Source: an optimization exercise on an open RTL-to-GDS flow (aim: small area, a short achievable clock period and few clock cycles). Production flows keep margins and buffers that such runs may drop.
Function was not checked in any run shown here: the RTL went through the layout flow alone.

## flow/design.v (module list and top-level ports; edited modules follow where they fit)
// module iter_heaps: 2960 lines
// module iter_merge: 573 lines
// module scan_lane: 183 lines
// module view_control: 38 lines
// module fb_write_arbiter: 89 lines
// module mandel_render_top: 108 lines
module mandel_render_top #(
	parameter int SCREEN_W = 64,
	parameter int SCREEN_H = 48,
	parameter int MAX_ITER = 256,
	parameter int NUM_LANES = 2,
	parameter fixed_point_pkg::fixed_t BASE_STEP = 27'sd393216,
	parameter int ZOOM_MAX = 8
) (
	input  logic clk,
	input  logic reset,
	input  logic zoom_in_i,
	input  logic zoom_out_i,
	input  logic pan_left_i,
	input  logic pan_right_i,
	input  logic pan_up_i,
	input  logic pan_down_i,
	output logic psel_o,
	output logic penable_o,
	output logic pwrite_o,
	output logic [18:0] paddr_o,
	output logic [7:0] pwdata_o,
	input  logic pready_i,
	output logic frame_done_o
);
  // ...
==> flow/run.sh <==
#!/bin/bash
# synth_recipe.tcl (not shown) runs the flow's synth.tcl, then flattens the netlist and writes it again
# the make line also repeats each setting of config.mk as NAME=value (left out here)
make -C /OpenROAD-flow-scripts/flow DESIGN_CONFIG=/design/flow/config.mk WORK_HOME=/design/flow/orfs CLKGATE_MAP_FILE= SYNTH_SCRIPT=/design/flow/synth_recipe.tcl finish
==> flow/config.mk <==
export PLATFORM = sky130hd
export DESIGN_NAME = mandel_render_top
export DESIGN_NICKNAME = mandel_render_top
export VERILOG_FILES = /design/flow/design.v
export SDC_FILE = /design/flow/constraint.sdc
export NUM_CORES = 4
export LEC_CHECK = 0
export CAP_MARGIN = 80
export CORE_MARGIN = 2
export CORE_UTILIZATION = 40
export SLEW_MARGIN = 80
==> flow/constraint.sdc <==
create_clock -name core_clock -period 15.0 [get_ports {clk}]
set_input_delay 3.0000 -clock core_clock [delete_from_list [all_inputs] [get_ports {clk}]]
set_output_delay 3.0000 -clock core_clock [all_outputs]
set_load 0.01 [all_outputs]
==> flow_summary.ini, run 1 <==
[synthesis]
yosysSeqAreaShare_pct = 31.0
ys_ff_latch = 1019
synth-compound-area-share_pct = 8.84
synth_fa_ha_area_share_pct = 32.4
ys_warn_count = 4
yosysTopAreaCellShare_pct = 26.3

[placement]
place_worst_setup_slack_ns = 9.30
dp_cells = 9170

[min_path]
min_from = scan_lane_i.s1_ci[9]
hold_depth = 0

[floorplan]
initial_core_util_pct = 40.2
ioPinCount = 40

[layout]
num-clock-buffers = 154
num-nets-final = 8244
final_cell_area_um2 = 81900
inv_count = 1335
num-nonclk-buffers = 306

[routing]
dr_wl_met2_um = 91600
wirelength_um = 191000
routedWlPerCell_um = 20.4

[worst_setup_path]
critPathTopFamily = adder cells

[timing]
hold_ws_ns = 0.301
max_clock_freq_mhz = 179
rsz0062_at_grt = false
skew_ns = 0.117
period_minus_slack_ns = 5.58

[global_routing]
grtUsageMet3_pct = 3.94
antenna_found_initial = 4

[clock_network]
clk_pin_slew_ns = 0.07
post_cts_resized = 0
cts_tree = built
htreeDepth = 3

[status]
run_status = no timing/DRC/antenna violations
==> module scan_lane, before the edit <==
module scan_lane (
	input  logic clk,
	input  logic rst,
	input  logic restart_i,
	input  logic init_i,
	input  fixed_point_pkg::fixed_t step_i,
	input  fixed_point_pkg::fixed_t pan_re_i,
	input  fixed_point_pkg::fixed_t pan_im_i,
	output logic push_o,
	output render_pkg::pixel_addr_t addr_o,
	output render_pkg::color_t color_o,
	input  logic credit_nx_i,
	output logic take_o,
	output logic idle_o
);
	function automatic logic [25:0] booth_ctl(input fixed_point_pkg::fixed_t v);
		logic [12:0] one, two;
		logic lo;
		for (int k = 0; k < 13; k++) begin
			lo = (k == 0) ? 1'b0 : v[2 * k - 1];
			one[k] = v[2 * k] ^ lo;
			two[k] = !one[k] && (v[2 * k + 1] ^ v[2 * k]);
		end
		booth_ctl = {two, one};
	endfunction
	function automatic logic in_range(input fixed_point_pkg::fixed_t v);
		in_range = (v[26:24] == 3'b000) || (v[26:24] == 3'b111) ||
			(v == 27'sh1000000);
	endfunction
	render_pkg::pixel_addr_t gen_addr;
	fixed_point_pkg::fixed_t gen_cr;
	fixed_point_pkg::fixed_t gen_ci;
	logic gen_left;
	logic gen_left_nx;
	logic take;
	fixed_point_pkg::fixed_t row_re;
	fixed_point_pkg::fixed_t top_im;
	assign row_re = fixed_point_pkg::ORIGIN_RE + pan_re_i;
	assign top_im = fixed_point_pkg::ORIGIN_IM + pan_im_i;
	assign gen_left_nx = !(rst || restart_i) &&
		(init_i || (gen_left && !(take && gen_addr == 12'd3071)));
	always_ff @(posedge clk) begin
		gen_left <= gen_left_nx;
		if (init_i) begin
			gen_addr <= '0;
			gen_cr <= row_re;
			gen_ci <= top_im;
		end else if (take) begin
			gen_addr <= gen_addr + 1'b1;
			if (gen_addr[5:0] == 6'd63) begin
				gen_cr <= row_re;
				gen_ci <= gen_ci - step_i;
			end else begin
				gen_cr <= gen_cr + step_i;
			end
		end
	end
	logic s0_run;
	fixed_point_pkg::fixed_t s0_zr, s0_zi, s0_cr, s0_ci;
	logic [25:0] s0_bc;
	render_pkg::iter_t s0_n;
	logic [51:0] s0_sv;
	render_pkg::pixel_addr_t s0_addr;
	logic [51:0] s0_zz;
	logic [49:0] a0, a1, b0, b1;
	logic [48:0] p0, p1;
	assign s0_zz = {s0_zr[25:0], s0_zi[25:0]};
	iter_heaps iter_heaps_i (
		.zr(s0_zr[25:0]),
		.zi(s0_zi[25:0]),
		.bone(s0_bc[12:0]),
		.btwo(s0_bc[25:13]),
		.cim(s0_ci[26:1]),
		.a0(a0), .a1(a1),
		.b0(b0), .b1(b1),
		.p0(p0), .p1(p1)
	);
	logic s1_run;
	fixed_point_pkg::fixed_t s1_cr, s1_ci;
	render_pkg::iter_t s1_n;
	logic [51:0] s1_sv;
	render_pkg::pixel_addr_t s1_addr;
	logic s1_rng;
	logic s1_match;
	logic [49:0] s1_a0, s1_a1, s1_b0, s1_b1;
	logic [48:0] s1_p0, s1_p1;
	always_ff @(posedge clk) begin
		if (rst || restart_i)
			s1_run <= 1'b0;
		else
			s1_run <= s0_run;
		s1_cr <= s0_cr;
		s1_ci <= s0_ci;
		s1_n <= s0_n;
		s1_addr <= s0_addr;
		if (s0_n[3:0] == 4'd1)
			s1_sv <= s0_zz;
		else
			s1_sv <= s0_sv;
		s1_rng <= !(in_range(s0_zr) && in_range(s0_zi));
		s1_match <= (s0_zz == s0_sv) && (s0_n != 9'd1);
		s1_a0 <= a0;
		s1_a1 <= a1;
		s1_b0 <= b0;
		s1_b1 <= b1;
		s1_p0 <= p0;
		s1_p1 <= p1;
	end
	logic ca, cb, cp;
	logic [26:0] r0, r1, e0, e1, e_sum, zi_sum;
	fixed_point_pkg::fixed_t zr_new, zi_new;
	logic esc, fin;
	assign ca = render_pkg::ks_carry23(s1_a0[22:0], s1_a1[22:0]);
	assign cb = render_pkg::ks_carry23(s1_b0[22:0], s1_b1[22:0]);
	assign cp = render_pkg::ks_carry23(s1_p0[22:0], s1_p1[22:0]);
	iter_merge iter_merge_i (
		.a0(s1_a0[49:23]), .a1(s1_a1[49:23]),
		.b0(s1_b0[49:23]), .b1(s1_b1[49:23]),
		.cb(cb),
		.cr(s1_cr),
		.r0(r0), .r1(r1),
		.e0(e0), .e1(e1)
	);
	assign zr_new = render_pkg::ks_add27(r0, r1, ca);
	assign zi_sum = render_pkg::ks_add27({1'b0, s1_p0[48:23]}, {1'b0, s1_p1[48:23]}, cp);
	assign zi_new = {zi_sum[25:0], s1_ci[0]};
	assign e_sum = render_pkg::ks_add27(e0, e1, ca);
	assign esc = s1_rng || !e_sum[26];
	assign fin = esc || s1_n[8] || s1_match;
	assign push_o = s1_run && fin && !restart_i;
	assign addr_o = s1_addr;
	assign color_o = (esc && !s1_n[8]) ? render_pkg::escape_color(s1_n) : 8'h00;
	logic s2_run;
	logic s2_load;
	fixed_point_pkg::fixed_t s2_zr, s2_zi, s2_cr, s2_ci;
	render_pkg::iter_t s2_n;
	logic [51:0] s2_sv;
	render_pkg::pixel_addr_t s2_addr;
	always_ff @(posedge clk) begin
		if (rst || restart_i) begin
			s2_run <= 1'b0;
			s2_load <= 1'b0;
		end else begin
			s2_run <= s1_run && !fin;
			s2_load <= !(s1_run && !fin) && gen_left_nx && credit_nx_i;
		end
		s2_zr <= zr_new;
		s2_zi <= zi_new;
		s2_cr <= s1_cr;
		s2_ci <= s1_ci;
		s2_n <= s1_n + 1'b1;
		s2_sv <= s1_sv;
		s2_addr <= s1_addr;
	end
	assign take = s2_load && !restart_i;
	assign take_o = take;
	always_ff @(posedge clk) begin
		if (rst || restart_i)
			s0_run <= 1'b0;
		else
			s0_run <= s2_run || s2_load;
		if (s2_load) begin
			s0_zr <= gen_cr;
			s0_zi <= gen_ci;
			s0_bc <= booth_ctl(gen_ci);
			s0_cr <= gen_cr;
			s0_ci <= gen_ci;
			s0_n <= 9'd1;
			s0_sv <= {gen_cr[25:0], gen_ci[25:0]};
			s0_addr <= gen_addr;
		end else begin
			s0_zr <= s2_zr;
			s0_zi <= s2_zi;
			s0_bc <= booth_ctl(s2_zi);
			s0_cr <= s2_cr;
			s0_ci <= s2_ci;
			s0_n <= s2_n;
			s0_sv <= s2_sv;
			s0_addr <= s2_addr;
		end
	end
	assign idle_o = !gen_left && !s0_run && !s1_run && !s2_run;
endmodule
==> module fb_write_arbiter, before the edit <==
module fb_write_arbiter #(
	parameter int DEPTH = 4
) (
	input  logic clk,
	input  logic reset,
	input  logic flush_i,
	input  logic block_i,
	input  logic take_i,
	input  logic push_i,
	input  render_pkg::pixel_addr_t addr_i,
	input  render_pkg::color_t color_i,
	output logic credit_nx_o,
	output logic quiet_o,
	output logic psel_o,
	output logic penable_o,
	output render_pkg::pixel_addr_t paddr_o,
	output render_pkg::color_t pwdata_o,
	input  logic pready_i
);
	localparam int AW = $clog2(DEPTH);
	render_pkg::pixel_addr_t addr_q [DEPTH];
	render_pkg::color_t color_q [DEPTH];
	logic [AW-1:0] rd_q;
	logic [AW-1:0] wr_q;
	logic [DEPTH-1:0] valid_q;
	logic [AW:0] credits_q;
	logic [AW:0] credits_nx;
	logic idle_q;
	logic setup_q;
	logic bus_free;
	logic pop;
	logic start;
	assign credits_nx = flush_i ? (AW+1)'(DEPTH) :
		credits_q - (AW+1)'(take_i) + (AW+1)'(pop);
	assign credit_nx_o = (credits_nx != '0);
	assign quiet_o = !valid_q[rd_q] && idle_q;
	assign bus_free = idle_q || (!setup_q && pready_i);
	assign pop = valid_q[rd_q] && !flush_i && bus_free;
	assign start = pop && !block_i;
	always_ff @(posedge clk)
		credits_q <= credits_nx;
	always_ff @(posedge clk) begin
		if (flush_i) begin
			rd_q <= '0;
			wr_q <= '0;
			valid_q <= '0;
		end else begin
			if (push_i) begin
				addr_q[wr_q] <= addr_i;
				color_q[wr_q] <= color_i;
				wr_q <= wr_q + 1'b1;
			end
			if (pop)
				rd_q <= rd_q + 1'b1;
			for (int k = 0; k < DEPTH; k++) begin
				if (push_i && wr_q == AW'(k))
					valid_q[k] <= 1'b1;
				else if (pop && rd_q == AW'(k))
					valid_q[k] <= 1'b0;
			end
		end
	end
	always_ff @(posedge clk) begin
		if (reset) begin
			psel_o <= 1'b0;
			penable_o <= 1'b0;
			idle_q <= 1'b1;
			setup_q <= 1'b0;
		end else if (start) begin
			psel_o <= 1'b1;
			penable_o <= 1'b0;
			idle_q <= 1'b0;
			setup_q <= 1'b1;
		end else if (setup_q) begin
			penable_o <= 1'b1;
			setup_q <= 1'b0;
		end else if (!idle_q && pready_i) begin
			psel_o <= 1'b0;
			penable_o <= 1'b0;
			idle_q <= 1'b1;
		end
	end
	always_ff @(posedge clk) begin
		if (bus_free) begin
			paddr_o <= addr_q[rd_q];
			pwdata_o <= color_q[rd_q];
		end
	end
endmodule
==> run 2, diff against run 1 <==
--- a/flow/design.v
+++ b/flow/design.v
@@ -40,16 +40,26 @@
 				pn[i] = pp[i] & pp[i - d];
 			end
 			gg = gn;
 			pp = pn;
 		end
 		c = {gg[25:0], cin};
 		ks_add27 = p ^ c;
 	endfunction
+	function automatic logic sum_is27(input logic [26:0] a, input logic [26:0] b,
+		input logic [26:0] k);
+		logic [26:0] need;
+		logic [26:0] got;
+		need = a ^ b ^ k;
+		got[0] = 1'b0;
+		for (int i = 1; i < 27; i++)
+			got[i] = (a[i - 1] & b[i - 1]) | ((a[i - 1] ^ b[i - 1]) & !k[i - 1]);
+		sum_is27 = (need == got);
+	endfunction
 	function automatic logic ks_carry23(input logic [22:0] a, input logic [22:0] b);
 		logic [22:0] gg, pp, gn, pn;
 		gg = a & b;
 		pp = a | b;
 		for (int d = 1; d < 23; d = d * 2) begin
 			gn = gg;
 			pn = pp;
 			for (int i = d; i < 23; i++) begin
@@ -3050,23 +3060,17 @@
 	logic m288, m289, m290, m291, m292, m293, m294, m295, m296, m297, m298, m299, m300, m301, m302, m303;
 	logic m304, m305, m306, m307, m308, m309, m310, m311, m312, m313, m314, m315, m316, m317, m318, m319;
 	logic m320, m321, m322, m323, m324, m325, m326, m327, m328, m329, m330, m331, m332, m333, m334, m335;
 	logic m336, m337, m338, m339, m340, m341, m342, m343, m344, m345, m346, m347, m348, m349, m350, m351;
 	logic m352, m353, m354, m355, m356, m357, m358, m359, m360, m361, m362, m363, m364, m365, m366, m367;
 	logic m368, m369, m370, m371, m372, m373, m374, m375, m376, m377, m378, m379, m380, m381, m382, m383;
 	logic m384, m385, m386, m387, m388, m389, m390, m391, m392, m393, m394, m395, m396, m397, m398, m399;
 	logic m400, m401, m402, m403, m404, m405, m406, m407, m408, m409, m410, m411, m412, m413, m414, m415;
-	logic m416, m417, m418, m419, m420, m421, m422, m423, m424, m425, m426, m427, m428, m429, m430, m431;
-	logic m432, m433, m434, m435, m436, m437, m438, m439, m440, m441, m442, m443, m444, m445, m446, m447;
-	logic m448, m449, m450, m451, m452, m453, m454, m455, m456, m457, m458, m459, m460, m461, m462, m463;
-	logic m464, m465, m466, m467, m468, m469, m470, m471, m472, m473, m474, m475, m476, m477, m478, m479;
-	logic m480, m481, m482, m483, m484, m485, m486, m487, m488, m489, m490, m491, m492, m493, m494, m495;
-	logic m496, m497, m498, m499, m500, m501, m502, m503, m504, m505, m506, m507, m508, m509, m510, m511;
-	logic m512, m513, m514, m515, m516, m517, m518, m519, m520, m521, m522, m523, m524, m525, m526, m527;
+	logic m416, m417, m418, m419, m420, m421, m422, m423, m424, m425, m426, m427;
 	assign m0 = a0[0] ^ a1[0] ^ ~b0[0];
 	assign m1 = (a0[0] & a1[0]) | (~b0[0] & (a0[0] ^ a1[0]));
 	assign m2 = ~b1[0] ^ cr[0] ^ 1'b1;
 	assign m3 = (~b1[0] & cr[0]) | (1'b1 & (~b1[0] ^ cr[0]));
 	assign m4 = m0 ^ m2;
 	assign m5 = m0 & m2;
 	assign m6 = a0[1] ^ a1[1] ^ ~b0[1];
 	assign m7 = (a0[1] & a1[1]) | (~b0[1] & (a0[1] ^ a1[1]));
@@ -3323,282 +3327,182 @@
 	assign m258 = m137 ^ m206 ^ m205;
 	assign m259 = (m137 & m206) | (m205 & (m137 ^ m206));
 	assign m260 = m143 ^ m208 ^ m207;
 	assign m261 = (m143 & m208) | (m207 & (m143 ^ m208));
 	assign m262 = m149 ^ m210 ^ m209;
 	assign m263 = (m149 & m210) | (m209 & (m149 ^ m210));
 	assign m264 = m155 ^ m212 ^ m211;
 	assign m265 = (m155 & m212) | (m211 & (m155 ^ m212));
-	assign m266 = a0[0] ^ a1[0] ^ b0[0];
-	assign m267 = (a0[0] & a1[0]) | (b0[0] & (a0[0] ^ a1[0]));
-	assign m268 = b1[0] ^ 1'b1;
-	assign m269 = b1[0] & 1'b1;
-	assign m270 = m266 ^ m268;
-	assign m271 = m266 & m268;
-	assign m272 = a0[1] ^ a1[1] ^ b0[1];
-	assign m273 = (a0[1] & a1[1]) | (b0[1] & (a0[1] ^ a1[1]));
-	assign m274 = b1[1] ^ 1'b1;
-	assign m275 = b1[1] & 1'b1;
-	assign m276 = m272 ^ m274;
-	assign m277 = m272 & m274;
-	assign m278 = a0[2] ^ a1[2] ^ b0[2];
-	assign m279 = (a0[2] & a1[2]) | (b0[2] & (a0[2] ^ a1[2]));
-	assign m280 = b1[2] ^ 1'b1;
-	assign m281 = b1[2] & 1'b1;
-	assign m282 = m278 ^ m280;
-	assign m283 = m278 & m280;
-	assign m284 = a0[3] ^ a1[3] ^ b0[3];
-	assign m285 = (a0[3] & a1[3]) | (b0[3] & (a0[3] ^ a1[3]));
-	assign m286 = b1[3] ^ 1'b1;
-	assign m287 = b1[3] & 1'b1;
-	assign m288 = m284 ^ m286;
-	assign m289 = m284 & m286;
-	assign m290 = a0[4] ^ a1[4] ^ b0[4];
-	assign m291 = (a0[4] & a1[4]) | (b0[4] & (a0[4] ^ a1[4]));
-	assign m292 = b1[4] ^ 1'b1;
-	assign m293 = b1[4] & 1'b1;
-	assign m294 = m290 ^ m292;
-	assign m295 = m290 & m292;
-	assign m296 = a0[5] ^ a1[5] ^ b0[5];
-	assign m297 = (a0[5] & a1[5]) | (b0[5] & (a0[5] ^ a1[5]));
-	assign m298 = b1[5] ^ 1'b1;
-	assign m299 = b1[5] & 1'b1;
-	assign m300 = m296 ^ m298;
-	assign m301 = m296 & m298;
-	assign m302 = a0[6] ^ a1[6] ^ b0[6];
-	assign m303 = (a0[6] & a1[6]) | (b0[6] & (a0[6] ^ a1[6]));
-	assign m304 = b1[6] ^ 1'b1;
-	assign m305 = b1[6] & 1'b1;
-	assign m306 = m302 ^ m304;
-	assign m307 = m302 & m304;
-	assign m308 = a0[7] ^ a1[7] ^ b0[7];
-	assign m309 = (a0[7] & a1[7]) | (b0[7] & (a0[7] ^ a1[7]));
-	assign m310 = b1[7] ^ 1'b1;
-	assign m311 = b1[7] & 1'b1;
-	assign m312 = m308 ^ m310;
-	assign m313 = m308 & m310;
-	assign m314 = a0[8] ^ a1[8] ^ b0[8];
-	assign m315 = (a0[8] & a1[8]) | (b0[8] & (a0[8] ^ a1[8]));
-	assign m316 = b1[8] ^ 1'b1;
-	assign m317 = b1[8] & 1'b1;
-	assign m318 = m314 ^ m316;
-	assign m319 = m314 & m316;
-	assign m320 = a0[9] ^ a1[9] ^ b0[9];
-	assign m321 = (a0[9] & a1[9]) | (b0[9] & (a0[9] ^ a1[9]));
-	assign m322 = b1[9] ^ 1'b1;
-	assign m323 = b1[9] & 1'b1;
-	assign m324 = m320 ^ m322;
-	assign m325 = m320 & m322;
-	assign m326 = a0[10] ^ a1[10] ^ b0[10];
-	assign m327 = (a0[10] & a1[10]) | (b0[10] & (a0[10] ^ a1[10]));
-	assign m328 = b1[10] ^ 1'b1;
-	assign m329 = b1[10] & 1'b1;
-	assign m330 = m326 ^ m328;
-	assign m331 = m326 & m328;
-	assign m332 = a0[11] ^ a1[11] ^ b0[11];
-	assign m333 = (a0[11] & a1[11]) | (b0[11] & (a0[11] ^ a1[11]));
-	assign m334 = b1[11] ^ 1'b1;
-	assign m335 = b1[11] & 1'b1;
-	assign m336 = m332 ^ m334;
-	assign m337 = m332 & m334;
-	assign m338 = a0[12] ^ a1[12] ^ b0[12];
-	assign m339 = (a0[12] & a1[12]) | (b0[12] & (a0[12] ^ a1[12]));
-	assign m340 = b1[12] ^ 1'b1;
-	assign m341 = b1[12] & 1'b1;
-	assign m342 = m338 ^ m340;
-	assign m343 = m338 & m340;
-	assign m344 = a0[13] ^ a1[13] ^ b0[13];
-	assign m345 = (a0[13] & a1[13]) | (b0[13] & (a0[13] ^ a1[13]));
-	assign m346 = b1[13] ^ 1'b1;
-	assign m347 = b1[13] & 1'b1;
-	assign m348 = m344 ^ m346;
-	assign m349 = m344 & m346;
-	assign m350 = a0[14] ^ a1[14] ^ b0[14];
-	assign m351 = (a0[14] & a1[14]) | (b0[14] & (a0[14] ^ a1[14]));
-	assign m352 = b1[14] ^ 1'b1;
-	assign m353 = b1[14] & 1'b1;
-	assign m354 = m350 ^ m352;
-	assign m355 = m350 & m352;
-	assign m356 = a0[15] ^ a1[15] ^ b0[15];
-	assign m357 = (a0[15] & a1[15]) | (b0[15] & (a0[15] ^ a1[15]));
-	assign m358 = b1[15] ^ 1'b1;
-	assign m359 = b1[15] & 1'b1;
-	assign m360 = m356 ^ m358;
-	assign m361 = m356 & m358;
-	assign m362 = a0[16] ^ a1[16] ^ b0[16];
-	assign m363 = (a0[16] & a1[16]) | (b0[16] & (a0[16] ^ a1[16]));
-	assign m364 = b1[16] ^ 1'b1;
-	assign m365 = b1[16] & 1'b1;
-	assign m366 = m362 ^ m364;
-	assign m367 = m362 & m364;
-	assign m368 = a0[17] ^ a1[17] ^ b0[17];
-	assign m369 = (a0[17] & a1[17]) | (b0[17] & (a0[17] ^ a1[17]));
-	assign m370 = b1[17] ^ 1'b1;
-	assign m371 = b1[17] & 1'b1;
-	assign m372 = m368 ^ m370;
-	assign m373 = m368 & m370;
-	assign m374 = a0[18] ^ a1[18] ^ b0[18];
-	assign m375 = (a0[18] & a1[18]) | (b0[18] & (a0[18] ^ a1[18]));
-	assign m376 = b1[18] ^ 1'b1;
-	assign m377 = b1[18] & 1'b1;
-	assign m378 = m374 ^ m376;
-	assign m379 = m374 & m376;
-	assign m380 = a0[19] ^ a1[19] ^ b0[19];
-	assign m381 = (a0[19] & a1[19]) | (b0[19] & (a0[19] ^ a1[19]));
-	assign m382 = b1[19] ^ 1'b1;
-	assign m383 = b1[19] & 1'b1;
-	assign m384 = m380 ^ m382;
-	assign m385 = m380 & m382;
-	assign m386 = a0[20] ^ a1[20] ^ b0[20];
-	assign m387 = (a0[20] & a1[20]) | (b0[20] & (a0[20] ^ a1[20]));
-	assign m388 = b1[20] ^ 1'b1;
-	assign m389 = b1[20] & 1'b1;
-	assign m390 = m386 ^ m388;
-	assign m391 = m386 & m388;
-	assign m392 = a0[21] ^ a1[21] ^ b0[21];
-	assign m393 = (a0[21] & a1[21]) | (b0[21] & (a0[21] ^ a1[21]));
-	assign m394 = b1[21] ^ 1'b1;
-	assign m395 = b1[21] & 1'b1;
-	assign m396 = m392 ^ m394;
-	assign m397 = m392 & m394;
-	assign m398 = a0[22] ^ a1[22] ^ b0[22];
-	assign m399 = (a0[22] & a1[22]) | (b0[22] & (a0[22] ^ a1[22]));
-	assign m400 = b1[22] ^ 1'b1;
-	assign m401 = b1[22] & 1'b1;
-	assign m402 = m398 ^ m400;
-	assign m403 = m398 & m400;
-	assign m404 = a0[23] ^ a1[23] ^ b0[23];
-	assign m405 = (a0[23] & a1[23]) | (b0[23] & (a0[23] ^ a1[23]));
-	assign m406 = b1[23] ^ 1'b1;
-	assign m407 = b1[23] & 1'b1;
-	assign m408 = m404 ^ m406;
-	assign m409 = m404 & m406;
-	assign m410 = a0[24] ^ a1[24] ^ b0[24];
-	assign m411 = (a0[24] & a1[24]) | (b0[24] & (a0[24] ^ a1[24]));
-	assign m412 = b1[24] ^ 1'b1;
-	assign m413 = b1[24] & 1'b1;
-	assign m414 = m410 ^ m412;
-	assign m415 = m410 & m412;
-	assign m416 = a0[25] ^ a1[25] ^ b0[25];
-	assign m417 = (a0[25] & a1[25]) | (b0[25] & (a0[25] ^ a1[25]));
-	assign m418 = b1[25] ^ m416;
-	assign m419 = b1[25] & m416;
-	assign m420 = a0[26] ^ a1[26] ^ b0[26];
-	assign m421 = (a0[26] & a1[26]) | (b0[26] & (a0[26] ^ a1[26]));
-	assign m422 = b1[26] ^ 1'b1;
-	assign m423 = b1[26] & 1'b1;
-	assign m424 = m276 ^ m267;
-	assign m425 = m276 & m267;
-	assign m426 = m282 ^ m273 ^ m275;
-	assign m427 = (m282 & m273) | (m275 & (m282 ^ m273));
-	assign m428 = m288 ^ m279 ^ m281;
-	assign m429 = (m288 & m279) | (m281 & (m288 ^ m279));
-	assign m430 = m294 ^ m285 ^ m287;
-	assign m431 = (m294 & m285) | (m287 & (m294 ^ m285));
-	assign m432 = m300 ^ m291 ^ m293;
-	assign m433 = (m300 & m291) | (m293 & (m300 ^ m291));
-	assign m434 = m306 ^ m297 ^ m299;
-	assign m435 = (m306 & m297) | (m299 & (m306 ^ m297));
-	assign m436 = m312 ^ m303 ^ m305;
-	assign m437 = (m312 & m303) | (m305 & (m312 ^ m303));
-	assign m438 = m318 ^ m309 ^ m311;
-	assign m439 = (m318 & m309) | (m311 & (m318 ^ m309));
-	assign m440 = m324 ^ m315 ^ m317;
-	assign m441 = (m324 & m315) | (m317 & (m324 ^ m315));
-	assign m442 = m330 ^ m321 ^ m323;
-	assign m443 = (m330 & m321) | (m323 & (m330 ^ m321));
-	assign m444 = m336 ^ m327 ^ m329;
-	assign m445 = (m336 & m327) | (m329 & (m336 ^ m327));
-	assign m446 = m342 ^ m333 ^ m335;
-	assign m447 = (m342 & m333) | (m335 & (m342 ^ m333));
-	assign m448 = m348 ^ m339 ^ m341;
-	assign m449 = (m348 & m339) | (m341 & (m348 ^ m339));
-	assign m450 = m354 ^ m345 ^ m347;
-	assign m451 = (m354 & m345) | (m347 & (m354 ^ m345));
-	assign m452 = m360 ^ m351 ^ m353;
-	assign m453 = (m360 & m351) | (m353 & (m360 ^ m351));
-	assign m454 = m366 ^ m357 ^ m359;
-	assign m455 = (m366 & m357) | (m359 & (m366 ^ m357));
-	assign m456 = m372 ^ m363 ^ m365;
-	assign m457 = (m372 & m363) | (m365 & (m372 ^ m363));
-	assign m458 = m378 ^ m369 ^ m371;
-	assign m459 = (m378 & m369) | (m371 & (m378 ^ m369));
-	assign m460 = m384 ^ m375 ^ m377;
-	assign m461 = (m384 & m375) | (m377 & (m384 ^ m375));
-	assign m462 = m390 ^ m381 ^ m383;
-	assign m463 = (m390 & m381) | (m383 & (m390 ^ m381));
-	assign m464 = m396 ^ m387 ^ m389;
-	assign m465 = (m396 & m387) | (m389 & (m396 ^ m387));
-	assign m466 = m402 ^ m393 ^ m395;
-	assign m467 = (m402 & m393) | (m395 & (m402 ^ m393));
-	assign m468 = m408 ^ m399 ^ m401;
-	assign m469 = (m408 & m399) | (m401 & (m408 ^ m399));
-	assign m470 = m414 ^ m405 ^ m407;
-	assign m471 = (m414 & m405) | (m407 & (m414 ^ m405));
-	assign m472 = m418 ^ m411 ^ m413;
-	assign m473 = (m418 & m411) | (m413 & (m418 ^ m411));
-	assign m474 = m420 ^ m422 ^ m417;
-	assign m475 = (m420 & m422) | (m417 & (m420 ^ m422));
-	assign m476 = m269 ^ m271;
-	assign m477 = m269 & m271;
-	assign m478 = m277 ^ m426 ^ m425;
-	assign m479 = (m277 & m426) | (m425 & (m277 ^ m426));
-	assign m480 = m283 ^ m428 ^ m427;
-	assign m481 = (m283 & m428) | (m427 & (m283 ^ m428));
-	assign m482 = m289 ^ m430 ^ m429;
-	assign m483 = (m289 & m430) | (m429 & (m289 ^ m430));
-	assign m484 = m295 ^ m432 ^ m431;
-	assign m485 = (m295 & m432) | (m431 & (m295 ^ m432));
-	assign m486 = m301 ^ m434 ^ m433;
-	assign m487 = (m301 & m434) | (m433 & (m301 ^ m434));
-	assign m488 = m307 ^ m436 ^ m435;
-	assign m489 = (m307 & m436) | (m435 & (m307 ^ m436));
-	assign m490 = m313 ^ m438 ^ m437;
-	assign m491 = (m313 & m438) | (m437 & (m313 ^ m438));
-	assign m492 = m319 ^ m440 ^ m439;
-	assign m493 = (m319 & m440) | (m439 & (m319 ^ m440));
-	assign m494 = m325 ^ m442 ^ m441;
-	assign m495 = (m325 & m442) | (m441 & (m325 ^ m442));
-	assign m496 = m331 ^ m444 ^ m443;
-	assign m497 = (m331 & m444) | (m443 & (m331 ^ m444));
-	assign m498 = m337 ^ m446 ^ m445;
-	assign m499 = (m337 & m446) | (m445 & (m337 ^ m446));
-	assign m500 = m343 ^ m448 ^ m447;
-	assign m501 = (m343 & m448) | (m447 & (m343 ^ m448));
-	assign m502 = m349 ^ m450 ^ m449;
-	assign m503 = (m349 & m450) | (m449 & (m349 ^ m450));
-	assign m504 = m355 ^ m452 ^ m451;
-	assign m505 = (m355 & m452) | (m451 & (m355 ^ m452));
-	assign m506 = m361 ^ m454 ^ m453;
-	assign m507 = (m361 & m454) | (m453 & (m361 ^ m454));
-	assign m508 = m367 ^ m456 ^ m455;
-	assign m509 = (m367 & m456) | (m455 & (m367 ^ m456));
-	assign m510 = m373 ^ m458 ^ m457;
-	assign m511 = (m373 & m458) | (m457 & (m373 ^ m458));
-	assign m512 = m379 ^ m460 ^ m459;
-	assign m513 = (m379 & m460) | (m459 & (m379 ^ m460));
-	assign m514 = m385 ^ m462 ^ m461;
-	assign m515 = (m385 & m462) | (m461 & (m385 ^ m462));
-	assign m516 = m391 ^ m464 ^ m463;
-	assign m517 = (m391 & m464) | (m463 & (m391 ^ m464));
-	assign m518 = m397 ^ m466 ^ m465;
-	assign m519 = (m397 & m466) | (m465 & (m397 ^ m466));
-	assign m520 = m403 ^ m468 ^ m467;
-	assign m521 = (m403 & m468) | (m467 & (m403 ^ m468));
-	assign m522 = m409 ^ m470 ^ m469;
-	assign m523 = (m409 & m470) | (m469 & (m409 ^ m470));
-	assign m524 = m415 ^ m472 ^ m471;
-	assign m525 = (m415 & m472) | (m471 & (m415 ^ m472));
-	assign m526 = m419 ^ m474 ^ m473;
-	assign m527 = (m419 & m474) | (m473 & (m419 ^ m474));
+	assign m266 = a0[0] ^ a1[0];
+	assign m267 = a0[0] & a1[0];
+	assign m268 = a0[1] ^ a1[1] ^ b0[1];
+	assign m269 = (a0[1] & a1[1]) | (b0[1] & (a0[1] ^ a1[1]));
+	assign m270 = a0[2] ^ a1[2] ^ b0[2];
+	assign m271 = (a0[2] & a1[2]) | (b0[2] & (a0[2] ^ a1[2]));
+	assign m272 = a0[3] ^ a1[3] ^ b0[3];
+	assign m273 = (a0[3] & a1[3]) | (b0[3] & (a0[3] ^ a1[3]));
+	assign m274 = a0[4] ^ a1[4] ^ b0[4];
+	assign m275 = (a0[4] & a1[4]) | (b0[4] & (a0[4] ^ a1[4]));
+	assign m276 = a0[5] ^ a1[5] ^ b0[5];
+	assign m277 = (a0[5] & a1[5]) | (b0[5] & (a0[5] ^ a1[5]));
+	assign m278 = a0[6] ^ a1[6] ^ b0[6];
+	assign m279 = (a0[6] & a1[6]) | (b0[6] & (a0[6] ^ a1[6]));
+	assign m280 = a0[7] ^ a1[7] ^ b0[7];
+	assign m281 = (a0[7] & a1[7]) | (b0[7] & (a0[7] ^ a1[7]));
+	assign m282 = a0[8] ^ a1[8] ^ b0[8];
+	assign m283 = (a0[8] & a1[8]) | (b0[8] & (a0[8] ^ a1[8]));
+	assign m284 = a0[9] ^ a1[9] ^ b0[9];
+	assign m285 = (a0[9] & a1[9]) | (b0[9] & (a0[9] ^ a1[9]));
+	assign m286 = a0[10] ^ a1[10] ^ b0[10];
+	assign m287 = (a0[10] & a1[10]) | (b0[10] & (a0[10] ^ a1[10]));
+	assign m288 = a0[11] ^ a1[11] ^ b0[11];
+	assign m289 = (a0[11] & a1[11]) | (b0[11] & (a0[11] ^ a1[11]));
+	assign m290 = a0[12] ^ a1[12] ^ b0[12];
+	assign m291 = (a0[12] & a1[12]) | (b0[12] & (a0[12] ^ a1[12]));
+	assign m292 = a0[13] ^ a1[13] ^ b0[13];
+	assign m293 = (a0[13] & a1[13]) | (b0[13] & (a0[13] ^ a1[13]));
+	assign m294 = a0[14] ^ a1[14] ^ b0[14];
+	assign m295 = (a0[14] & a1[14]) | (b0[14] & (a0[14] ^ a1[14]));
+	assign m296 = a0[15] ^ a1[15] ^ b0[15];
+	assign m297 = (a0[15] & a1[15]) | (b0[15] & (a0[15] ^ a1[15]));
+	assign m298 = a0[16] ^ a1[16] ^ b0[16];
+	assign m299 = (a0[16] & a1[16]) | (b0[16] & (a0[16] ^ a1[16]));
+	assign m300 = a0[17] ^ a1[17] ^ b0[17];
+	assign m301 = (a0[17] & a1[17]) | (b0[17] & (a0[17] ^ a1[17]));
+	assign m302 = a0[18] ^ a1[18] ^ b0[18];
+	assign m303 = (a0[18] & a1[18]) | (b0[18] & (a0[18] ^ a1[18]));
+	assign m304 = a0[19] ^ a1[19] ^ b0[19];
+	assign m305 = (a0[19] & a1[19]) | (b0[19] & (a0[19] ^ a1[19]));
+	assign m306 = a0[20] ^ a1[20] ^ b0[20];
+	assign m307 = (a0[20] & a1[20]) | (b0[20] & (a0[20] ^ a1[20]));
+	assign m308 = a0[21] ^ a1[21] ^ b0[21];
+	assign m309 = (a0[21] & a1[21]) | (b0[21] & (a0[21] ^ a1[21]));
+	assign m310 = a0[22] ^ a1[22] ^ b0[22];
+	assign m311 = (a0[22] & a1[22]) | (b0[22] & (a0[22] ^ a1[22]));
+	assign m312 = a0[23] ^ a1[23] ^ b0[23];
+	assign m313 = (a0[23] & a1[23]) | (b0[23] & (a0[23] ^ a1[23]));
+	assign m314 = a0[24] ^ a1[24] ^ b0[24];
+	assign m315 = (a0[24] & a1[24]) | (b0[24] & (a0[24] ^ a1[24]));
+	assign m316 = a0[25] ^ a1[25];
+	assign m317 = a0[25] & a1[25];
+	assign m318 = a0[26] ^ a1[26] ^ b0[26];
+	assign m319 = (a0[26] & a1[26]) | (b0[26] & (a0[26] ^ a1[26]));
+	assign m320 = b0[0] ^ b1[0];
+	assign m321 = b0[0] & b1[0];
+	assign m322 = b1[1] ^ 1'b1 ^ m268;
+	assign m323 = (b1[1] & 1'b1) | (m268 & (b1[1] ^ 1'b1));
+	assign m324 = b1[2] ^ 1'b1 ^ m270;
+	assign m325 = (b1[2] & 1'b1) | (m270 & (b1[2] ^ 1'b1));
+	assign m326 = b1[3] ^ 1'b1 ^ m272;
+	assign m327 = (b1[3] & 1'b1) | (m272 & (b1[3] ^ 1'b1));
+	assign m328 = b1[4] ^ 1'b1 ^ m274;
+	assign m329 = (b1[4] & 1'b1) | (m274 & (b1[4] ^ 1'b1));
+	assign m330 = b1[5] ^ 1'b1 ^ m276;
+	assign m331 = (b1[5] & 1'b1) | (m276 & (b1[5] ^ 1'b1));
+	assign m332 = b1[6] ^ 1'b1 ^ m278;
+	assign m333 = (b1[6] & 1'b1) | (m278 & (b1[6] ^ 1'b1));
+	assign m334 = b1[7] ^ 1'b1 ^ m280;
+	assign m335 = (b1[7] & 1'b1) | (m280 & (b1[7] ^ 1'b1));
+	assign m336 = b1[8] ^ 1'b1 ^ m282;
+	assign m337 = (b1[8] & 1'b1) | (m282 & (b1[8] ^ 1'b1));
+	assign m338 = b1[9] ^ 1'b1 ^ m284;
+	assign m339 = (b1[9] & 1'b1) | (m284 & (b1[9] ^ 1'b1));
+	assign m340 = b1[10] ^ 1'b1 ^ m286;
+	assign m341 = (b1[10] & 1'b1) | (m286 & (b1[10] ^ 1'b1));
+	assign m342 = b1[11] ^ 1'b1 ^ m288;
+	assign m343 = (b1[11] & 1'b1) | (m288 & (b1[11] ^ 1'b1));
+	assign m344 = b1[12] ^ 1'b1 ^ m290;
+	assign m345 = (b1[12] & 1'b1) | (m290 & (b1[12] ^ 1'b1));
+	assign m346 = b1[13] ^ 1'b1 ^ m292;
+	assign m347 = (b1[13] & 1'b1) | (m292 & (b1[13] ^ 1'b1));
+	assign m348 = b1[14] ^ 1'b1 ^ m294;
+	assign m349 = (b1[14] & 1'b1) | (m294 & (b1[14] ^ 1'b1));
+	assign m350 = b1[15] ^ 1'b1 ^ m296;
+	assign m351 = (b1[15] & 1'b1) | (m296 & (b1[15] ^ 1'b1));
+	assign m352 = b1[16] ^ 1'b1 ^ m298;
+	assign m353 = (b1[16] & 1'b1) | (m298 & (b1[16] ^ 1'b1));
+	assign m354 = b1[17] ^ 1'b1 ^ m300;
+	assign m355 = (b1[17] & 1'b1) | (m300 & (b1[17] ^ 1'b1));
+	assign m356 = b1[18] ^ 1'b1 ^ m302;
+	assign m357 = (b1[18] & 1'b1) | (m302 & (b1[18] ^ 1'b1));
+	assign m358 = b1[19] ^ 1'b1 ^ m304;
+	assign m359 = (b1[19] & 1'b1) | (m304 & (b1[19] ^ 1'b1));
+	assign m360 = b1[20] ^ 1'b1 ^ m306;
+	assign m361 = (b1[20] & 1'b1) | (m306 & (b1[20] ^ 1'b1));
+	assign m362 = b1[21] ^ 1'b1 ^ m308;
+	assign m363 = (b1[21] & 1'b1) | (m308 & (b1[21] ^ 1'b1));
+	assign m364 = b1[22] ^ 1'b1 ^ m310;
+	assign m365 = (b1[22] & 1'b1) | (m310 & (b1[22] ^ 1'b1));
+	assign m366 = b1[23] ^ 1'b1 ^ m312;
+	assign m367 = (b1[23] & 1'b1) | (m312 & (b1[23] ^ 1'b1));
+	assign m368 = b1[24] ^ 1'b1 ^ m314;
+	assign m369 = (b1[24] & 1'b1) | (m314 & (b1[24] ^ 1'b1));
+	assign m370 = b0[25] ^ b1[25] ^ m316;
+	assign m371 = (b0[25] & b1[25]) | (m316 & (b0[25] ^ b1[25]));
+	assign m372 = b1[26] ^ 1'b1 ^ m318;
+	assign m373 = (b1[26] & 1'b1) | (m318 & (b1[26] ^ 1'b1));
+	assign m374 = 1'b1 ^ m266;
+	assign m375 = 1'b1 & m266;
+	assign m376 = m267 ^ m322 ^ m321;
+	assign m377 = (m267 & m322) | (m321 & (m267 ^ m322));
+	assign m378 = m269 ^ m324 ^ m323;
+	assign m379 = (m269 & m324) | (m323 & (m269 ^ m324));
+	assign m380 = m271 ^ m326 ^ m325;
+	assign m381 = (m271 & m326) | (m325 & (m271 ^ m326));
+	assign m382 = m273 ^ m328 ^ m327;
+	assign m383 = (m273 & m328) | (m327 & (m273 ^ m328));
+	assign m384 = m275 ^ m330 ^ m329;
+	assign m385 = (m275 & m330) | (m329 & (m275 ^ m330));
+	assign m386 = m277 ^ m332 ^ m331;
+	assign m387 = (m277 & m332) | (m331 & (m277 ^ m332));
+	assign m388 = m279 ^ m334 ^ m333;
+	assign m389 = (m279 & m334) | (m333 & (m279 ^ m334));
+	assign m390 = m281 ^ m336 ^ m335;
+	assign m391 = (m281 & m336) | (m335 & (m281 ^ m336));
+	assign m392 = m283 ^ m338 ^ m337;
+	assign m393 = (m283 & m338) | (m337 & (m283 ^ m338));
+	assign m394 = m285 ^ m340 ^ m339;
+	assign m395 = (m285 & m340) | (m339 & (m285 ^ m340));
+	assign m396 = m287 ^ m342 ^ m341;
+	assign m397 = (m287 & m342) | (m341 & (m287 ^ m342));
+	assign m398 = m289 ^ m344 ^ m343;
+	assign m399 = (m289 & m344) | (m343 & (m289 ^ m344));
+	assign m400 = m291 ^ m346 ^ m345;
+	assign m401 = (m291 & m346) | (m345 & (m291 ^ m346));
+	assign m402 = m293 ^ m348 ^ m347;
+	assign m403 = (m293 & m348) | (m347 & (m293 ^ m348));
+	assign m404 = m295 ^ m350 ^ m349;
+	assign m405 = (m295 & m350) | (m349 & (m295 ^ m350));
+	assign m406 = m297 ^ m352 ^ m351;
+	assign m407 = (m297 & m352) | (m351 & (m297 ^ m352));
+	assign m408 = m299 ^ m354 ^ m353;
+	assign m409 = (m299 & m354) | (m353 & (m299 ^ m354));
+	assign m410 = m301 ^ m356 ^ m355;
+	assign m411 = (m301 & m356) | (m355 & (m301 ^ m356));
+	assign m412 = m303 ^ m358 ^ m357;
+	assign m413 = (m303 & m358) | (m357 & (m303 ^ m358));
+	assign m414 = m305 ^ m360 ^ m359;
+	assign m415 = (m305 & m360) | (m359 & (m305 ^ m360));
+	assign m416 = m307 ^ m362 ^ m361;
+	assign m417 = (m307 & m362) | (m361 & (m307 ^ m362));
+	assign m418 = m309 ^ m364 ^ m363;
+	assign m419 = (m309 & m364) | (m363 & (m309 ^ m364));
+	assign m420 = m311 ^ m366 ^ m365;
+	assign m421 = (m311 & m366) | (m365 & (m311 ^ m366));
+	assign m422 = m313 ^ m368 ^ m367;
+	assign m423 = (m313 & m368) | (m367 & (m313 ^ m368));
+	assign m424 = m315 ^ m370 ^ m369;
+	assign m425 = (m315 & m370) | (m369 & (m315 ^ m370));
+	assign m426 = m317 ^ m372 ^ m371;
+	assign m427 = (m317 & m372) | (m371 & (m317 ^ m372));
 	assign r0 = {m264, m262, m260, m258, m256, m254, m252, m250, m248, m246, m244, m242, m240, m238, m236, m234, m232, m230, m228, m226, m224, m222, m220, m218, m216, m162, m4};
 	assign r1 = {m263, m261, m259, m257, m255, m253, m251, m249, m247, m245, m243, m241, m239, m237, m235, m233, m231, m229, m227, m225, m223, m221, m219, m217, m215, m214, ~cb};
-	assign e0 = {m526, m524, m522, m520, m518, m516, m514, m512, m510, m508, m506, m504, m502, m500, m498, m496, m494, m492, m490, m488, m486, m484, m482, m480, m478, m424, m270};
-	assign e1 = {m525, m523, m521, m519, m517, m515, m513, m511, m509, m507, m505, m503, m501, m499, m497, m495, m493, m491, m489, m487, m485, m483, m481, m479, m477, m476, cb};
+	assign e0 = {m426, m424, m422, m420, m418, m416, m414, m412, m410, m408, m406, m404, m402, m400, m398, m396, m394, m392, m390, m388, m386, m384, m382, m380, m378, m376, m320};
+	assign e1 = {m425, m423, m421, m419, m417, m415, m413, m411, m409, m407, m405, m403, m401, m399, m397, m395, m393, m391, m389, m387, m385, m383, m381, m379, m377, m375, m374};
 endmodule
 `timescale 1ns/100ps
 module scan_lane (
 	input  logic clk,
 	input  logic rst,
 	input  logic restart_i,
 	input  logic init_i,
 	input  fixed_point_pkg::fixed_t step_i,
@@ -3700,61 +3604,72 @@
 		s1_a0 <= a0;
 		s1_a1 <= a1;
 		s1_b0 <= b0;
 		s1_b1 <= b1;
 		s1_p0 <= p0;
 		s1_p1 <= p1;
 	end
 	logic ca, cb, cp;
-	logic [26:0] r0, r1, e0, e1, e_sum, zi_sum;
-	fixed_point_pkg::fixed_t zr_new, zi_new;
+	logic [26:0] r0, r1, e0, e1, e_sum;
+	logic e_m1, e_m2;
 	logic esc, fin;
 	assign ca = render_pkg::ks_carry23(s1_a0[22:0], s1_a1[22:0]);
 	assign cb = render_pkg::ks_carry23(s1_b0[22:0], s1_b1[22:0]);
 	assign cp = render_pkg::ks_carry23(s1_p0[22:0], s1_p1[22:0]);
 	iter_merge iter_merge_i (
 		.a0(s1_a0[49:23]), .a1(s1_a1[49:23]),
 		.b0(s1_b0[49:23]), .b1(s1_b1[49:23]),
 		.cb(cb),
 		.cr(s1_cr),
 		.r0(r0), .r1(r1),
 		.e0(e0), .e1(e1)
 	);
-	assign zr_new = render_pkg::ks_add27(r0, r1, ca);
-	assign zi_sum = render_pkg::ks_add27({1'b0, s1_p0[48:23]}, {1'b0, s1_p1[48:23]}, cp);
-	assign zi_new = {zi_sum[25:0], s1_ci[0]};
-	assign e_sum = render_pkg::ks_add27(e0, e1, ca);
-	assign esc = s1_rng || !e_sum[26];
+	assign e_sum = render_pkg::ks_add27(e0, e1, 1'b0);
+	assign e_m1 = render_pkg::sum_is27(e0, e1, 27'h7ffffff);
+	assign e_m2 = render_pkg::sum_is27(e0, e1, 27'h7fffffe);
+	assign esc = s1_rng || !e_sum[26] || (e_m1 && (ca || cb)) || (e_m2 && ca && cb);
 	assign fin = esc || s1_n[8] || s1_match;
 	assign push_o = s1_run && fin && !restart_i;
 	assign addr_o = s1_addr;
 	assign color_o = (esc && !s1_n[8]) ? render_pkg::escape_color(s1_n) : 8'h00;
 	logic s2_run;
 	logic s2_load;
-	fixed_point_pkg::fixed_t s2_zr, s2_zi, s2_cr, s2_ci;
+	logic [26:0] s2_r0, s2_r1;
+	logic [25:0] s2_p0, s2_p1;
+	logic s2_ca, s2_cp;
+	fixed_point_pkg::fixed_t s2_cr, s2_ci;
 	render_pkg::iter_t s2_n;
 	logic [51:0] s2_sv;
 	render_pkg::pixel_addr_t s2_addr;
 	always_ff @(posedge clk) begin
 		if (rst || restart_i) begin
 			s2_run <= 1'b0;
 			s2_load <= 1'b0;
 		end else begin
 			s2_run <= s1_run && !fin;
 			s2_load <= !(s1_run && !fin) && gen_left_nx && credit_nx_i;
 		end
-		s2_zr <= zr_new;
-		s2_zi <= zi_new;
+		s2_r0 <= r0;
+		s2_r1 <= r1;
+		s2_ca <= ca;
+		s2_p0 <= s1_p0[48:23];
+		s2_p1 <= s1_p1[48:23];
+		s2_cp <= cp;
 		s2_cr <= s1_cr;
 		s2_ci <= s1_ci;
 		s2_n <= s1_n + 1'b1;
 		s2_sv <= s1_sv;
 		s2_addr <= s1_addr;
 	end
+	logic [26:0] zi_sum;
+	fixed_point_pkg::fixed_t zr_new, zi_new;
+	assign zr_new = render_pkg::ks_add27(s2_r0, s2_r1, s2_ca);
+	assign zi_sum = render_pkg::ks_add27({1'b0, s2_p0}, {1'b0, s2_p1}, s2_cp);
+	assign zi_new = {zi_sum[25:0], s2_ci[0]};
 	assign take = s2_load && !restart_i;
 	assign take_o = take;
 	always_ff @(posedge clk) begin
 		if (rst || restart_i)
 			s0_run <= 1'b0;
 		else
 			s0_run <= s2_run || s2_load;
 		if (s2_load) begin
@@ -3762,19 +3677,19 @@
 			s0_zi <= gen_ci;
 			s0_bc <= booth_ctl(gen_ci);
 			s0_cr <= gen_cr;
 			s0_ci <= gen_ci;
 			s0_n <= 9'd1;
 			s0_sv <= {gen_cr[25:0], gen_ci[25:0]};
 			s0_addr <= gen_addr;
 		end else begin
-			s0_zr <= s2_zr;
-			s0_zi <= s2_zi;
-			s0_bc <= booth_ctl(s2_zi);
+			s0_zr <= zr_new;
+			s0_zi <= zi_new;
+			s0_bc <= booth_ctl(zi_new);
 			s0_cr <= s2_cr;
 			s0_ci <= s2_ci;
 			s0_n <= s2_n;
 			s0_sv <= s2_sv;
 			s0_addr <= s2_addr;
 		end
 	end
 	assign idle_o = !gen_left && !s0_run && !s1_run && !s2_run;
@@ -3848,17 +3763,17 @@
 	logic [AW:0] credits_nx;
 	logic idle_q;
 	logic setup_q;
 	logic bus_free;
 	logic pop;
 	logic start;
 	assign credits_nx = flush_i ? (AW+1)'(DEPTH) :
 		credits_q - (AW+1)'(take_i) + (AW+1)'(pop);
-	assign credit_nx_o = (credits_nx != '0);
+	assign credit_nx_o = flush_i || (credits_q > (AW+1)'(take_i));
 	assign quiet_o = !valid_q[rd_q] && idle_q;
 	assign bus_free = idle_q || (!setup_q && pready_i);
 	assign pop = valid_q[rd_q] && !flush_i && bus_free;
 	assign start = pop && !block_i;
 	always_ff @(posedge clk)
 		credits_q <= credits_nx;
 	always_ff @(posedge clk) begin
 		if (flush_i) begin
==> run 2 against run 1 <==
Effect of this change:
- still clean
- largest cell class unchanged
- sequential share of layout area is 0.93 points higher
- die area is 1.1% higher
==> flow_summary.ini, run 2 <==
[floorplan]
floorplan.rows = 155
die_area_um2 = 182000
ioPinCount = 40
die_h_um = 427
coreArea_um2 = 178000
initial_core_util_pct = 40.2
chipWidth_um = 427

[placement]
finalWeightedCongestion = 0.907
hpwl_um = 145000
place_worst_setup_slack_ns = 9.43
placed_cell_area_um2 = 78200
port_buffers = 32

[synthesis]
ys_warn_count = 4
avgSynthCellArea_um2 = 10.3
yosys-top-cells-area = dfxtp_1 (26%), fa_1 (26%), inv_1 (6.5%)
yosysTopAreaCell = dfxtp_1
syn_inst = 6924
yosysSeqAreaShare_pct = 32.1
yosysTopAreaCellShare_pct = 25.8
syn_area_um2 = 71600
yosysMostFrequentCell = inv_1
synth_ff_type = dfxtp_1
synth-edff-count = 150
async_reset_ff_share_pct = 0
ys_top_cells_by_count = inv_1 (1,242), dfxtp_1 (924), fa_1 (917), and2_1 (515), clkbuf_1 (349)
synth_cell_type_count = 82
ys_ff_latch = 1074

[worst_setup_path]
critPathRequiredTime_ns = 15.58
reg2reg_from = scan_lane_i.s1_a0[25]
setup.worst_path.class = reg -> reg
cp_max_fo = 12
critPathLaunchType = flip-flop
arrival_ns = 6.04
crit_chain = inv_1, fa_1, inv_1, ha_1, inv_1, fa_1, ha_1, fa_1, a31oi_1, o21a_1, o21ai_1, a311o_1, a21oi_1, o41ai_2, xnor2_1, or3_2, o311a_4, nor2b_4, and2_4, buf_6, buf_6
critical-path-max-stage-delay_ns = 0.60
reg2reg_slack_ns = 9.53
cp_slowest_cell = or3_2
cp-startpoint = scan_lane_i.s1_a0[25]
r2r_end = fb_write_arbiter_i.addr_q[1][8]
endpoint = fb_write_arbiter_i.addr_q[1][8]
end_kind = flip-flop
r2r_cells = 21

[layout]
reg_top3 = scan_lane_i.s0_sv x52, scan_lane_i.s1_sv x52, scan_lane_i.s2_sv x52
num-nets-final = 8210
mostFrequentLayoutCells = inv_1 (1,232), fa_1 (915), dfxtp_1 (867)
seq_area_um2 = 23200
area_growth_syn_to_layout_pct = 16.0
final_common_cell = inv_1
drive_above_1_share_pct = 11.8
final_cell_area_um2 = 83000
num-fill-cells = 16300
multi_input_area_um2 = 43700

[routing]
wirelength_um = 194000
drc = 0
drt.antenna.violating_nets = 0
vias_per_cell = 5.15
first_pass_iters = 6
first_iter_violations = 3663
num_vias = 48400
routedWlPerCell_um = 20.6

[timing]
hold_violations = 0
min_period_over_period_pct = 36.5
drv_slew = 0
max_clock_freq_mhz = 183
rsz0062_at_grt = false
final-setup-viol-count = 0
tns_ns = 0
skew_ns = 0.114
fin_ws_ns = 9.53
period_minus_slack_ns = 5.47

[clock_network]
cts_tree = built
clockBufferDepth = 3
cts-buffers-inserted = 115
ctsRootBufferMaster = clkbuf_16
cts_sinks = 1074
clk_pin_slew_ns = 0.06
cts_setup_buffers = 0
htreeDepth = 3
clkLatencyLatePin_ns = 0.82
post_cts_resized = 0
holdBufCountCts = 0

[min_path]
hp-class = reg -> reg

[status]
run_status = no timing/DRC/antenna violations

[global_routing]
grt_pass1_vias = 52100
grt_usage_pct = 21.6
grt_start_max_net_pins = 39
antenna_found_initial = 3
overflow = 0
grt_pass1_wl_um = 304000

[job]
max_cap_violations = 0
run 2: changes by cell type in the layout (fill, tap and decap cells not counted), moves of 12 or more:
cell | previous run | this run
inv_1 | 1322 | 1232
dfxtp_1 | 798 | 867
nor2_1 | 187 | 168
nor3_1 | 55 | 39
buf_1 | 7 | 21
fa_1 | 928 | 915
o21ai_1 | 37 | 24
clkbuf_16 | 112 | 124
run 2: worst min path at each step:
stage	endpoint	slack, ns	cells after the start	from
after floorplan	scan_lane_i.s1_addr[0]	0.31	0	scan_lane_i.s0_addr[0]
after global placement	scan_lane_i.s2_sv[14]	0.31	0	scan_lane_i.s1_sv[14]
after detailed placement	scan_lane_i.s2_p1[22]	0.31	0	scan_lane_i.s1_p1[45]
after CTS	scan_lane_i.s1_cr[11]	0.28	0	scan_lane_i.s0_cr[11]
after global routing	scan_lane_i.s1_cr[18]	0.28	0	scan_lane_i.s0_cr[18]
final	scan_lane_i.s1_cr[18]	0.28	0	scan_lane_i.s0_cr[18]
run 2: worst max-delay path: cells and delay by family (launching register included):
kind	cells	cell delay [ns]
buf+inv	5	0.48
xor+xnor	1	0.13
compound gates	7	1.54
simple gates	3	0.94
fa+ha+maj	5	1.84
flops	1	0.36
run 2: metal layers:
layer  wire (um)  GRT usage [%]  vias up
met1       77500           27.2    24500
met4       10600           10.3        0
met2       92800           36.1     1717
li1            -              -    21700
met3       12700           3.77      493
met5           0              0        -
run 2: cells by family (layout without fill, tap and decap cells):
| group | count (synthesis) | in the layout | share of synthesized area (%) |
|---|---|---|---|
| compound gates | 937 | 937 | 8.70 |
| xor+xnor | 573 | 573 | 7.01 |
| fa+ha+maj | 1262 | 1262 | 31.7 |
| buf+inv | 1672 | 1784 | 8.82 |
| flops | 1074 | 1074 | 32.1 |
| mux | 110 | 110 | 2.05 |
| other cells | 1 | 9 | 0.00524 |
| simple gates | 1295 | 1295 | 9.59 |
run 2: final cells by class:
cell class	instances	area share, %
Timing Repair Buffer	320	5.18
Sequential cell	1074	27.9
Clock inverter	60	0.988
Tap cell	2355	3.55
Inverter	1246	5.64
Antenna cell	2	0.00603
Multi-Input combinational cell	4184	52.7
Clock buffer	158	4.06
run 2: stage by stage:
stage,hold WS [ns],cells,util (%)
2_1_floorplan,0.310,6930,-
3_3_place_gp,0.310,8992,41.6
3_5_place_dp,0.312,9165,43.9
4_1_cts,0.279,9383,46.3
5_1_grt,0.284,9397,46.6
6_report,0.281,9399,46.6
==> run 3, diff against run 2 <==
--- a/flow/config.mk
+++ b/flow/config.mk
@@ -5,7 +5,7 @@
 export SDC_FILE = /design/flow/constraint.sdc
 export NUM_CORES = 4
 export LEC_CHECK = 0
-export CAP_MARGIN = 80
+export CAP_MARGIN = 50
 export CORE_MARGIN = 2
 export CORE_UTILIZATION = 40
-export SLEW_MARGIN = 80
+export SLEW_MARGIN = 50
==> run 3 against run 2 <==
Effect of this change:
- cell count decreased by 2.0%
- clock-buffer cell count increased by 1
- die area unchanged
- register-to-register slack about the same
- flip-flop and latch count unchanged
- clock skew increased by 0.0027 ns
- wire length decreased by 1.7%
- hold slack got worse by 0.032 ns
- utilization decreased by 2.6 points
- critical path type unchanged
==> flow_summary.ini, run 3 <==
[synthesis]
ys_warn_count = 4
yosys-top-cells-area = dfxtp_1 (26%), fa_1 (26%), inv_1 (6.5%)
synth_cell_type_count = 82
syn_inst = 6924
synth_xor_area_share_pct = 7.01
yosysMostFrequentCell = inv_1
avgSynthCellArea_um2 = 10.3
syn_area_um2 = 71600
ys_top_cells_by_count = inv_1 (1,242), dfxtp_1 (924), fa_1 (917), and2_1 (515), clkbuf_1 (349)
yosysSeqAreaShare_pct = 32.1
yosys.area_share.simple_pct = 9.59
async_reset_ff_share_pct = 0
synth_ff_type = dfxtp_1
yosysTopAreaCell = dfxtp_1
synth_fa_ha_area_share_pct = 31.7
synth-edff-count = 150
synth-compound-area-share_pct = 8.70
ys_ff_latch = 1074
synth_top_family_by_area = adder cells
synth.area.mux_share_pct = 2.05
yosysTopAreaCellShare_pct = 25.8

[worst_setup_path]
cp_max_fo = 20
setup.worst_path.class = reg -> reg
crit_chain = inv_1, fa_1, inv_1, ha_1, inv_1, fa_1, ha_1, fa_1, a31oi_1, o21a_1, o21ai_1, a311o_1, a21oi_1, o41ai_2, xnor2_1, or3_1, o311a_4, nor2b_4, and2_2
worst-path-buf-inv = 3
reg2reg_slack_ns = 9.54
critPathTopFamily = adder cells
end_kind = flip-flop
critPathLaunchType = flip-flop
arrival_ns = 5.97
critPathRequiredTime_ns = 15.51
critical-path-max-stage-delay_ns = 0.54
cp_slowest_cell = or3_1

[timing]
tightest_slew_ns = 0.765
hold_ws_ns = 0.249
hold_violations = 0
final-setup-viol-count = 0
min_period_over_period_pct = 36.4
drv_slew = 0
tns_ns = 0
max_clock_freq_mhz = 183
relSlewSlack_pct = 49.0
skew_ns = 0.117
rsz0062_at_grt = false
period_minus_slack_ns = 5.46

[layout]
final_common_cell = inv_1
reg_top3 = scan_lane_i.s0_sv x52, scan_lane_i.s1_sv x52, scan_lane_i.s2_sv x52
area_growth_syn_to_layout_pct = 9.49
drive_above_1_share_pct = 7.06
num-fill-cells = 16800
num-nets-final = 8026
mostFrequentLayoutCells = inv_1 (1,243), fa_1 (917), dfxtp_1 (884)

[placement]
hpwl_um = 133000
port_buffers = 32
finalWeightedCongestion = 0.907

[floorplan]
die_h_um = 427
initial_core_util_pct = 40.2
coreArea_um2 = 178000
chipWidth_um = 427
floorplan.rows = 155
die_area_um2 = 182000
ioPinCount = 40

[clock_network]
cts-buffers-inserted = 114
cts_setup_buffers = 0
cts_sinks = 1074
ctsRootBufferMaster = clkbuf_16
clkLatencyLatePin_ns = 0.82
cts_tree = built
htreeDepth = 3
clk_pin_slew_ns = 0.06
holdBufCountCts = 0
post_cts_resized = 0
clockBufferDepth = 3

[global_routing]
grt_usage_pct = 21.3
antenna_found_initial = 4
overflow = 0
grt_start_max_net_pins = 94
grt_pass1_vias = 50300
grt_pass1_wl_um = 297000

[routing]
drt.antenna.violating_nets = 0
num_vias = 47400
first_iter_violations = 3754
drc = 0
routedWlPerCell_um = 20.7
vias_per_cell = 5.15
wirelength_um = 190000
first_pass_iters = 9

[status]
run_status = no timing/DRC/antenna violations

[min_path]
hp-class = reg -> reg

[job]
max_cap_violations = 0
==> run 3: cell counts after synthesis <==
No cell type changed its count.
==> run 3: final timing paths <==
kind                                       startpoint                              end  cells past startpoint
worst min register to register  scan_lane_i.s0_cr[20]            scan_lane_i.s1_cr[20]                      0
worst max register to register  scan_lane_i.s1_a0[25]  fb_write_arbiter_i.addr_q[2][2]                     19
worst max-delay path            scan_lane_i.s1_a0[25]  fb_write_arbiter_i.addr_q[2][2]                     19
worst min-delay path            scan_lane_i.s0_cr[20]            scan_lane_i.s1_cr[20]                      0
==> run 3: logic make-up after synthesis <==
kind of cell	Yosys count
buffers and inverters	1672
and+or+nand+nor	1295
adders and majority gates	1262
DFF	1074
AOI/OAI and AO/OA	937
xor gates and xnor gates	573
muxes	110
other	1
==> run 3: worst register-to-register path: stages (launching register included) <==
cell,delay [ns]
dfxtp_1,0.36
inv_1,0.07
fa_1,0.53
inv_1,0.06
ha_1,0.27
inv_1,0.05
fa_1,0.45
ha_1,0.22
fa_1,0.35
a31oi_1,0.20
o21a_1,0.15
o21ai_1,0.08
a311o_1,0.43
a21oi_1,0.22
o41ai_2,0.11
xnor2_1,0.12
or3_1,0.54
o311a_4,0.40
nor2b_4,0.16
and2_2,0.41
==> run 3: area by class of cell <==
| cell class | count | area, um2 | area share [%] |
|---|---|---|---|
| inverter | 1246 | 4680 | 5.97 |
| multi-input combinational | 4184 | 42400 | 54.1 |
| timing repair buffer | 137 | 1180 | 1.50 |
| clock buffer | 159 | 3390 | 4.33 |
| sequential | 1074 | 23100 | 29.5 |
| clock inverter | 55 | 693 | 0.885 |
| antenna | 4 | 10.0 | 0.0128 |
| tap | 2355 | 2950 | 3.76 |
==> run 3: through the flow <==
| step | area (um2) | cells | utilization [%] | worst slack, ns |
|---|---|---|---|---|
| global placement | 74100 | 8992 | 41.6 | 9.21 |
| global route | 78300 | 9210 | 44.0 | 9.26 |
| floorplan | 71600 | 6930 | - | 10.14 |
| detailed placement | 74200 | 8994 | 41.7 | 9.43 |
| CTS | 78300 | 9208 | 44.0 | 9.48 |
| finish | 78400 | 9214 | 44.0 | 9.54 |
==> run 3: layer usage <==
metal / wire length [um] / track usage [%] / vias up
met5: 13 / 0 / -
li1: - / - / 21300
met4: 7900 / 8.26 / 2
met3: 12200 / 3.46 / 384
met2: 92400 / 36.1 / 1540
met1: 77800 / 27.1 / 24200

separate check: timing with driven ports:
The results above use ideal ports. As a check the final layouts listed here were re-extracted and re-timed, cells and wires unchanged. Step 1, drivers: a clkbuf_16 drives clk and a buf_2 each remaining input, both assumed. Step 2 also shifts input and output timing later by t, the mid clock arrival at the registers, as if the neighbouring blocks saw the same clock. Three values: ideal, step 1, step 2; two values: the first two.
| run | t (ns) | slack for setup (ns) | worst setup path after step 2 |
|---|---|---|---|
| run 1 | 0.834 | 9.419 / 9.419 / 9.419 | register to register |
| run 2 | 0.842 | 9.532 / 9.532 / 9.532 | register to register |
| run 3 | 0.848 | 9.544 / 9.544 / 9.544 | register to register |
After both steps setup and hold are still met in every run listed.
